This is an optimization exercise on Yosys and OpenROAD, whose aim is small area, a short achievable clock period and few clock cycles, not a production implementation.
In this exercise RTL edits were held to simulation tests only and were not proved equivalent to the original.
Power is estimated from default activity; no workload was simulated.

==> flow/design.v (excerpt) <==
module zero_run_bitmap_decoder #(
    parameter int MAX_CLUSTERS = 4096
) (
    input  logic                    clk,
    input  logic                    rst_n,
    input  logic                    cfg_valid,
    output logic                    cfg_ready,
    input  zrbd_pkg::count_t        cfg_data,
    input  logic                    in_valid,
    output logic                    in_stall,
    input  zrbd_pkg::cmd_t          cmd,
    input  zrbd_pkg::byte_t         data_byte,
    input  zrbd_pkg::count_t        cluster,
    output logic                    out_valid,
    input  logic                    out_stall,
    output logic                    visible
);
Size in the first run: ~4600 flip-flops, about 45 I/O pins, ~130000 um^2 of cells after synthesis.
export LEC_CHECK = 0
export CAP_MARGIN = 20
export CORE_MARGIN = 2
export CORE_UTILIZATION = 40
export CTS_CLUSTER_DIAMETER = 90
export CTS_CLUSTER_SIZE = 28
export SETUP_SLACK_MARGIN = 5
export SLEW_MARGIN = 20
create_clock -name core_clock -period 8.0 [get_ports {clk}]
run.sh (not shown) runs the stock make flow with config.mk's settings and CLKGATE_MAP_FILE= SYNTH_SCRIPT=/design/flow/synth_recipe.tcl, a recipe that flattens the netlist after the stock synthesis.
Testbench counts at the start, summed over its fixed seeds: cycles 15,652.
Change:
CORE_UTILIZATION = 35   (was 40)
=> The changed run went through all stages and came out clean. Sequential share of layout area came out lower by 0.46 points. Wire length came out higher by 0.38%. Cell area came out higher by 0.70%. First-iteration DRC count came out lower by 5.8%. Global-route usage came out lower by 3.9 points. Combinational power stays flat. Power barely changes. Critical path depth came out higher by 1. Non-clock buffer count came out higher by 7. Clock-buffer cell count came out lower by 1. Utilization came out lower by 5.1 points.
Change:
CORE_UTILIZATION = 40   (was 35)
PLACE_DENSITY = 0.75   (was not set)
What happened:
- via count went up by 2.8%
- count of clock-buffer cells in the layout went up by 5
- routed wire length went down by 5.9%
- worst setup slack gets better by 0.013 ns
- clock skew went up by 0.027 ns
- die area went down by 12%
- cell area went down by 0.75%
- register-to-register slack gets worse by 0.07 ns
- synthesized cell count is unchanged
- total power went down by 0.68%
Change:
CTS_BUF_LIST = sky130_fd_sc_hd__clkbuf_16   (was not set)
PLACE_DENSITY = not set   (was 0.75)
The new run completed without violations; worst hold slack degrades by 0.016 ns; worst setup slack gets better by 0.058 ns; sequential share of layout area hardly moves; via count is lower by a few percent; die area is unchanged; first-iteration DRC count went down by about a fifth; sequential cell count does not change; cell count stays flat; area after synthesis is unchanged.

Setup of Q:
zero_run_bitmap_decoder again, from the RTL that the note above started with.
clock: 8.0 ns
lec_check: 0
cap_margin: 20
core_margin: 2
core_utilization: 40
cts_cluster_diameter: 80
cts_cluster_size: 24
setup_slack_margin: 5
slew_margin: 20
Every stage of the flow completed for Q, and the final layout passed the timing, design-rule and antenna checks.
Testbench counts of Q, summed over its fixed seeds: cycles 15,652.
Modified inputs, T compared to Q
# Q
export LEC_CHECK = 0
export CAP_MARGIN = 20
export CORE_MARGIN = 2
export CORE_UTILIZATION = 40
export CTS_CLUSTER_DIAMETER = 80
export CTS_CLUSTER_SIZE = 24
export SETUP_SLACK_MARGIN = 5
export SLEW_MARGIN = 20
create_clock -name core_clock -period 8.0 [get_ports {clk}]
# T
export LEC_CHECK = 0
export CAP_MARGIN = 20
export CORE_MARGIN = 2
export CORE_UTILIZATION = 47
export CTS_CLUSTER_DIAMETER = 90
export CTS_CLUSTER_SIZE = 28
export SETUP_SLACK_MARGIN = 5
export SLEW_MARGIN = 20
create_clock -name core_clock -period 8.0 [get_ports {clk}]
--- outcome ---
- Taking Q as the reference, in T core utilization moved up, final cycle utilization of the critical path moved up, die area moved down.
- NOTE design area Q->T decreased slightly
- Setup slack: T vs Q down 0.068 ns
- Power ends up higher on Q.
- Clock network fraction of total power in T is 2.3 points lower than in Q
- Diff Q -> T: number of endpoints with negative hold slack in the final report held, total CTS buffers went down about 16%.

zero_run_bitmap_decoder, a different RTL version from the one above (not shown whole).
For scale: ~9,400 cells after synthesis, ~45 I/O pins, about 0.13 mm² of cells after synthesis.
==> flow/design.v (excerpt) <==
module zero_run_bitmap_decoder #(
    parameter int MAX_CLUSTERS = 4096
) (
    input  logic                    clk,
    input  logic                    rst_n,
    input  logic                    cfg_valid,
    output logic                    cfg_ready,
    input  zrbd_pkg::count_t        cfg_data,
    input  logic                    in_valid,
    output logic                    in_stall,
    input  zrbd_pkg::cmd_t          cmd,
    input  zrbd_pkg::byte_t         data_byte,
    input  zrbd_pkg::count_t        cluster,
    output logic                    out_valid,
    input  logic                    out_stall,
    output logic                    visible
);
Settings: LEC_CHECK=0, CAP_MARGIN=20, CORE_MARGIN=2, CORE_UTILIZATION=40, CTS_CLUSTER_DIAMETER=80, CTS_CLUSTER_SIZE=24, SETUP_SLACK_MARGIN=4.8, SLEW_MARGIN=20; clock period 8.0 ns.
Testbench counts at the start, summed over its fixed seeds: cycles 15,652.
Then changed:
--- a/flow/config.mk
+++ b/flow/config.mk
@@ -11,4 +11,4 @@
 export CTS_CLUSTER_DIAMETER = 80
 export CTS_CLUSTER_SIZE = 24
-export SETUP_SLACK_MARGIN = 4.8
+export SETUP_SLACK_MARGIN = 5
 export SLEW_MARGIN = 20
Effect:
- The new run finished clean
- core utilization rose by 0.14 points
- combinational power rose by about 5%
- power stays flat
- sequential power barely changes

==> port drivers added, routing unchanged <==
In the flow no input, the clock included, has a driving cell. The finished layouts below were timed again as built, in two steps.
Step 1, drivers: a clkbuf_16 drives clk and a buf_2 each remaining input, both assumed.
Step 2 also shifts input and output timing later by t, the mid clock arrival at the registers, as if the neighbouring blocks saw the same clock.
Three values: ideal ports, drivers, drivers and shift; two values: the first two.
| run | t, ns | setup slack, ns | clock arrival spread, ns | worst data-port slew with drivers (ns) | pins driven straight from the clock port |
|---|---|---|---|---|---|
| the first run of note 1 | 1.012 | 4.853 / 4.751 / 4.072 | 0.077 / 0.077 | 0.05 | 1 |
| the second run of note 1 | 1.028 | 4.785 / 4.687 / 4.109 | 0.087 / 0.087 | 0.04 | 1 |
| the third run of note 1 | 0.997 | 4.798 / 4.699 / 4.096 | 0.118 / 0.118 | 0.05 | 1 |
| the fourth run of note 1 | 1.010 | 4.856 / 4.755 / 4.063 | 0.082 / 0.082 | 0.06 | 1 |
| Q | 1.039 | 4.839 / 4.752 / 4.058 | 0.096 / 0.095 | 0.04 | 1 |
| T | 0.993 | 4.771 / 4.673 / 4.171 | 0.050 / 0.051 | 0.07 | 1 |
| the first run of note 3 | 1.034 | 4.678 / 4.678 / 3.926 | 0.109 / 0.109 | 0.07 | 1 |
| the second run of note 3 | 1.030 | 4.831 / 4.735 / 4.091 | 0.100 / 0.100 | 0.05 | 1 |
After both steps every run listed still meets setup and hold. For the fourth run of note 1, which loses most, drivers alone change the setup slack by -0.101 ns; drivers and shift together by -0.793 ns.
